This design comes from an exercise in tuning for small area, a short achievable clock period and few clock cycles on the open sky130 flow, not from production work.
The RTL was checked by simulation tests, not by an equivalence proof against the original design.
Power is estimated from default activity; no workload was simulated.

maple:
Design four_channel_rate_limited_averager_top, start of the top module:
module four_channel_rate_limited_averager_top (
	input  logic                          clk,
	input  logic                          arst_n,
	input  logic                          s_tvalid,
	output logic                          s_tready,
	input  logic [fcrla_pkg::IN_W-1:0]    s_tdata,
	input  logic [1:0]                    s_tuser,
	output logic                          m_tvalid,
	input  logic                          m_tready,
	output logic [fcrla_pkg::OUT_W-1:0]   m_tdata,
	input  logic                          cfg_we,
	input  logic [fcrla_pkg::IVAL_W-1:0]  cfg_data
);
Size: roughly 3,500 cells after synthesis, roughly 400 flip-flops, about 210 I/O pins, about 0.028 mm2 of cells after synthesis.
export LEC_CHECK = 0
export ABC_AREA = 1
export CAP_MARGIN = 20
export CORE_MARGIN = 2
export CORE_UTILIZATION = 40
export SETUP_SLACK_MARGIN = 2.5
export SLEW_MARGIN = 20
create_clock -name core_clock -period 5.5 [get_ports {clk}]
standard.sh (not shown) runs the stock make flow with config.mk's settings and CLKGATE_MAP_FILE= SYNTH_SCRIPT=/design/flow/synth_recipe.tcl, a recipe that flattens the netlist after the stock synthesis.
==> flow/flow/run.sh <==
#!/bin/bash
# The standard layout (the standard.sh: standard synthesis, floorplan, placement, CTS,
# routing), except that the port buffers placement inserts are plain buffers
# (sky130_fd_sc_hd__buf_1) instead of the delay cell ORFS picks by default. Every input and
# output port still gets its own buffer; resizing may upsize it later.
set -euo pipefail
export BUFFER_PORTS_ARGS="-buffer_cell sky130_fd_sc_hd__buf_1"
bash standard.sh finish > standard.log 2>&1
Testbench counts of maple, summed over its fixed seeds: cycles 15,879.
diff inputs: maple => harbor
Settings: setting CTS_CLUSTER_DIAMETER to 100 for the first time; setting CTS_CLUSTER_SIZE to 24 for the first time.
[summary]
harbor: no failed stages, no open violations at the end
Looking at slowest stage cell on the critical path, the sky130_fd_sc_hd__edfxtp_1 result is from maple; the sky130_fd_sc_hd__dfrtp_2 one comes from harbor.
Detail-routed via count per cell delta (harbor -> maple): insignificant
On maximum VDD drop, the higher figure sits with harbor, not maple.
Compare harbor and maple | count of nets after finishing higher: maple
Of the two values seen for endpoint of the worst setup timing path, g_lane[0].u_lane.div_q[18] was produced by maple and ready_q by harbor.
Per the comparison of harbor with maple, global-route wire length before repair has decreased; setup slack has increased; aggregate routed wire length has decreased; count of clock-buffer cells in the layout has decreased.

========
The RTL this note starts from:
==> flow/design.v <==
package fcrla_pkg;
	localparam int MAX_SAMPLES = 4096;
	localparam int SAMPLE_BITS = 16;
	localparam int LANES    = 4;
	localparam int AVG_W    = 16;
	localparam int COUNT_W  = 13;
	localparam int TIME_W   = 32;
	localparam int IVAL_W   = 16;
	localparam int TALLY_W  = $clog2(MAX_SAMPLES + 1);          
	localparam int TRIPLE_W = TALLY_W + 1;                      
	localparam int SUM_W    = SAMPLE_BITS + $clog2(MAX_SAMPLES);  
	localparam int REM_W    = SUM_W - AVG_W;                    
	localparam int STEPS    = AVG_W / 2;                        
	localparam int CNT_W    = $clog2(STEPS);
	localparam int IN_W     = 104;
	localparam int OUT_W    = 80;
	localparam logic [IVAL_W-1:0] EMIT_INTERVAL_RESET = IVAL_W'(1000);
endpackage
module fcrla_lane (
	input  logic                              clk,
	input  logic                              acc_zero,  
	input  logic                              add,
	input  logic [fcrla_pkg::SAMPLE_BITS-1:0] sample,
	input  logic                              follow,    
	input  logic                              step,
	input  logic [fcrla_pkg::TALLY_W-1:0]     d1,        
	input  logic [fcrla_pkg::TRIPLE_W-1:0]    d3,        
	output logic [fcrla_pkg::AVG_W-1:0]       avg
);
	localparam int SW = fcrla_pkg::SUM_W;
	localparam int RW = fcrla_pkg::REM_W;
	localparam int AW = fcrla_pkg::AVG_W;
	logic [SW-1:0]   acc_q;
	logic [AW:0]     lo_sum;
	logic [SW-AW-1:0] hi_inc;
	logic [SW-1:0]   acc_sum;
	logic [SW-1:0]   acc_d;
	logic [SW-1:0]   div_q;
	logic [RW+1:0]   r4;
	logic [RW+2:0]   s1, s2, s3;
	logic [RW-1:0]   rem;
	logic [1:0]      qd;
	assign lo_sum  = {1'b0, acc_q[AW-1:0]} + {1'b0, sample};
	assign hi_inc  = acc_q[SW-1:AW] + (SW-AW)'(1);
	assign acc_sum = {lo_sum[AW] ? hi_inc : acc_q[SW-1:AW], lo_sum[AW-1:0]};
	always_comb begin
		unique case ({acc_zero, add})
			2'b00: acc_d = acc_q;
			2'b01: acc_d = acc_sum;
			2'b10: acc_d = '0;
			2'b11: acc_d = SW'(sample);
		endcase
	end
	always_ff @(posedge clk) begin
		acc_q <= acc_d;
	end
	assign r4 = div_q[SW-1:AW-2];
	assign s1 = {1'b0, r4} - (RW+3)'(d1);
	assign s2 = {1'b0, r4} - (RW+3)'({d1, 1'b0});
	assign s3 = {1'b0, r4} - (RW+3)'(d3);
	always_comb begin
		if (!s3[RW+2]) begin
			qd  = 2'd3;
			rem = s3[RW-1:0];
		end else if (!s2[RW+2]) begin
			qd  = 2'd2;
			rem = s2[RW-1:0];
		end else if (!s1[RW+2]) begin
			qd  = 2'd1;
			rem = s1[RW-1:0];
		end else begin
			qd  = 2'd0;
			rem = r4[RW-1:0];
		end
	end
	always_ff @(posedge clk) begin
		if (follow) begin
			div_q <= acc_d;
		end else if (step) begin
			div_q <= {rem, div_q[AW-3:0], qd};
		end
	end
	assign avg = div_q[AW-1:0];
endmodule
module four_channel_rate_limited_averager_top (
	input  logic                          clk,
	input  logic                          arst_n,
	input  logic                          s_tvalid,
	output logic                          s_tready,
	input  logic [fcrla_pkg::IN_W-1:0]    s_tdata,
	input  logic [1:0]                    s_tuser,
	output logic                          m_tvalid,
	input  logic                          m_tready,
	output logic [fcrla_pkg::OUT_W-1:0]   m_tdata,
	input  logic                          cfg_we,
	input  logic [fcrla_pkg::IVAL_W-1:0]  cfg_data
);
	localparam int TW = fcrla_pkg::TALLY_W;
	localparam int XW = fcrla_pkg::TRIPLE_W;
	localparam int HW = fcrla_pkg::TIME_W / 2;
	logic [fcrla_pkg::IVAL_W-1:0] ival_q;
	logic                         cfgd_q;    
	logic                         stream_q;
	logic [2*HW-1:0]              last_q;
	logic [HW:0]                  end_q;     
	logic [2*HW-1:0]              cand_last_q;  
	logic [HW:0]                  cand_end_q;   
	logic                         take_last_q;  
	logic                         take_end_q;   
	logic [2*HW-1:0]              last_v;
	logic [HW:0]                  end_v;
	logic [TW-1:0]                tally_q;
	logic [XW-1:0]                triple_q;  
	logic                         ready_q;
	logic                         pend_q;    
	logic                         busy_q;    
	logic                         valid_q;   
	logic [fcrla_pkg::CNT_W-1:0]  cnt_q;
	logic [TW-1:0]                count_q;   
	logic [XW-1:0]                count3_q;
	logic                         accept;
	logic                         start;
	logic                         smp;
	logic [HW-1:0]                now_lo, now_hi, last_hi1;
	logic                         borrow;
	logic                         lt_end;
	logic                         in_window;
	logic                         hi_zero;
	logic                         emit;
	logic                         div_free;
	logic                         load;
	logic                         zero;
	logic                         add;
	logic                         done;
	logic                         busy_d, valid_d, pend_d, free_d;
	logic [TW-1:0]                tally_d, tally_inc;
	logic [XW-1:0]                triple_d, triple_inc;
	logic [HW-1:0]                cand_hi1, kept_hi1;
	logic                         cmd_smp, smp_ok;
	logic [HW:0]                  end_sum;
	logic [fcrla_pkg::AVG_W-1:0]  avg [fcrla_pkg::LANES];
	assign now_lo   = s_tdata[1 +: HW];
	assign now_hi   = s_tdata[1 + HW +: HW];
	assign div_free = !busy_q && !valid_q;
	assign load     = pend_q && div_free;
	assign s_tready = ready_q;
	assign accept   = s_tvalid && ready_q;
	assign cmd_smp  = s_tvalid && (s_tuser == 2'd0) && s_tdata[0];
	assign smp_ok   = ready_q && stream_q;
	assign start    = s_tvalid && (s_tuser == 2'd1) && ready_q;
	assign smp      = cmd_smp && smp_ok;
	assign zero     = load || start;
	assign add      = cmd_smp && smp_ok && (load || !tally_q[TW-1]);
	assign tally_inc  = tally_q + TW'(1);
	assign triple_inc = triple_q + XW'(3);
	assign tally_d    = zero ? TW'(add) : (add ? tally_inc : tally_q);
	assign triple_d   = zero ? (add ? XW'(3) : '0) : (add ? triple_inc : triple_q);
	assign last_v    = take_last_q ? cand_last_q : last_q;
	assign end_v     = take_end_q ? cand_end_q : end_q;
	assign last_hi1  = take_last_q ? cand_hi1 : kept_hi1;
	assign cand_hi1  = cand_last_q[2*HW-1:HW] + HW'(1);
	assign kept_hi1  = last_q[2*HW-1:HW] + HW'(1);
	assign borrow    = now_lo < last_v[HW-1:0];
	assign lt_end    = now_lo < end_v[HW-1:0];
	assign in_window = end_v[HW] ? (!borrow || lt_end) : (!borrow && lt_end);
	assign hi_zero   = borrow ? (now_hi == last_hi1) : (now_hi == last_v[2*HW-1:HW]);
	assign emit      = smp && hi_zero && in_window ? 1'b0 : smp;
	assign end_sum  = (cfgd_q ? {1'b0, last_v[HW-1:0]} : {1'b0, now_lo}) + (HW+1)'(ival_q);
	assign done    = busy_q && cnt_q == fcrla_pkg::CNT_W'(fcrla_pkg::STEPS - 1);
	assign busy_d  = load || (busy_q && !done);
	assign valid_d = done || (valid_q && !m_tready);
	assign free_d  = !busy_d && !valid_d;
	assign pend_d  = emit || (pend_q && !div_free);
	genvar g;
	generate
		for (g = 0; g < fcrla_pkg::LANES; g++) begin : g_lane
			fcrla_lane u_lane (
				.clk      (clk),
				.acc_zero (zero),
				.add      (add),
				.sample   (s_tdata[33 + 16*g +: fcrla_pkg::SAMPLE_BITS]),
				.follow   (free_d),
				.step     (load || busy_q),
				.d1       (count_q),
				.d3       (count3_q),
				.avg      (avg[g])
			);
		end
	endgenerate
	always_ff @(posedge clk) begin
		tally_q  <= tally_d;
		triple_q <= triple_d;
		if (free_d) begin
			count_q  <= tally_d;
			count3_q <= triple_d;
		end
		if (load) begin
			cnt_q <= fcrla_pkg::CNT_W'(1);
		end else if (busy_q) begin
			cnt_q <= cnt_q + fcrla_pkg::CNT_W'(1);
		end
	end
	always_ff @(posedge clk or negedge arst_n) begin
		if (!arst_n) begin
			ival_q <= fcrla_pkg::EMIT_INTERVAL_RESET;
			cfgd_q <= 1'b0;
		end else begin
			cfgd_q <= cfg_we;
			if (cfg_we) begin
				ival_q <= cfg_data;
			end
		end
	end
	always_ff @(posedge clk or negedge arst_n) begin
		if (!arst_n) begin
			stream_q <= 1'b0;
		end else if (accept && s_tuser == 2'd1) begin
			stream_q <= 1'b1;
		end else if (accept && s_tuser == 2'd2) begin
			stream_q <= 1'b0;
		end
	end
	always_ff @(posedge clk) begin
		cand_last_q <= {now_hi, now_lo};
		cand_end_q  <= end_sum;
	end
	always_ff @(posedge clk or negedge arst_n) begin
		if (!arst_n) begin
			last_q      <= '0;
			end_q       <= (HW+1)'(fcrla_pkg::EMIT_INTERVAL_RESET);
			take_last_q <= 1'b0;
			take_end_q  <= 1'b0;
		end else begin
			last_q      <= last_v;
			end_q       <= end_v;
			take_last_q <= emit;
			take_end_q  <= emit || cfgd_q;
		end
	end
	always_ff @(posedge clk or negedge arst_n) begin
		if (!arst_n) begin
			ready_q <= 1'b1;
			pend_q  <= 1'b0;
			busy_q  <= 1'b0;
			valid_q <= 1'b0;
		end else begin
			ready_q <= !cfg_we && !(pend_d && !free_d);
			pend_q  <= pend_d;
			busy_q  <= busy_d;
			valid_q <= valid_d;
		end
	end
	assign m_tvalid = valid_q;
	assign m_tdata  = {3'b000, count_q, avg[3], avg[2], avg[1], avg[0]};
endmodule
Settings: LEC_CHECK=0, ABC_AREA=1, CAP_MARGIN=20, CORE_MARGIN=2, CORE_UTILIZATION=40, CTS_CLUSTER_DIAMETER=100, CTS_CLUSTER_SIZE=24, SETUP_SLACK_MARGIN=2.5, SLEW_MARGIN=20; clock period 5.5 ns.
run.sh (not shown) runs the stock make flow with config.mk's settings and CLKGATE_MAP_FILE= SYNTH_SCRIPT=/design/flow/synth_recipe.tcl, a recipe that flattens the netlist after the stock synthesis.
Stock flow here: none of the scripts above is used.
The baseline produced a clean layout.
Testbench counts at the start, summed over its fixed seeds: cycles 15,879.
Change:
==> flow/flow/run.sh (new file) <==
#!/bin/bash
# The standard layout (the standard.sh: standard synthesis, floorplan, placement, CTS,
# routing), except that the port buffers placement inserts are plain buffers
# (sky130_fd_sc_hd__buf_1) instead of the delay cell ORFS picks by default. Every input and
# output port still gets its own buffer; resizing may upsize it later.
set -euo pipefail
export BUFFER_PORTS_ARGS="-buffer_cell sky130_fd_sc_hd__buf_1"
bash standard.sh finish > standard.log 2>&1
==> flow/standard.sh (new file) <==
#!/bin/bash
# synth_recipe.tcl (not shown) runs the flow's synth.tcl, then flattens the netlist and writes it again
# the make line also repeats each setting of config.mk as NAME=value (left out here)
make -C /OpenROAD-flow-scripts/flow DESIGN_CONFIG=/design/flow/config.mk WORK_HOME=/design/flow/orfs CLKGATE_MAP_FILE= SYNTH_SCRIPT=/design/flow/synth_recipe.tcl "${@:-finish}"
Settings changed: CORE_UTILIZATION 40 to 55, PLACE_DENSITY set to 0.75.
removed: flow/run.sh
- The new run produced a clean layout
- setup slack gets better by 0.074 ns
- sequential cell count does not change
- non-clock buffer count falls by 26
- synthesized area stays the same
Change:
Settings changed: CORE_UTILIZATION 55 to 40, GPL_ROUTABILITY_DRIVEN set to 0, PLACE_DENSITY 0.75 to not set.
Total power goes down by a few percent.
Global-route usage went down by 6.3 points.
Critical path depth goes up by 5.
First-iteration DRC count is lower by a quarter to a third.
Final cell count came out higher by a few percent.
Worst setup slack improves by 0.074 ns.
Synthesized area stays the same.
Worst hold slack gets worse by 0.064 ns.

what the ideal ports hide:
How much do the figures lean on ideal ports? The routed layouts below were timed once more, with nothing changed but the port constraints.
Step 1, drivers: a clkbuf_16 drives clk and a buf_2 each remaining input, both assumed.
Step 2 adds t to the input delays and takes it off the output delays; t is the mean of the earliest and latest rising clock arrival at the registers after step 1. Input paths then give back, and output paths get back, about the clock's delay inside the block.
Three values: no drivers, after step 1, after step 2; two values: the first two.
| run | t, ns | setup slack, ns | worst slew at a driven data input, ns | cell pins on the clock port's net |
|---|---|---|---|---|
| maple | 0.655 | 2.344 / 2.344 / 1.951 | 0.11 | 1 |
| harbor | 0.647 | 2.442 / 2.442 / 1.940 | 0.10 | 1 |
| the first run of note 2 | 0.648 | 2.372 / 2.416 / 1.768 | 0.09 | 1 |
| the second run of note 2 | 0.623 | 2.446 / 2.446 / 1.963 | 0.09 | 1 |
| the third run of note 2 | 0.631 | 2.521 / 2.521 / 1.977 | 0.10 | 1 |
After both steps every run listed still meets setup and hold. For the first run of note 2, which loses most, drivers alone change the setup slack by +0.044 ns; drivers and shift together by -0.604 ns.
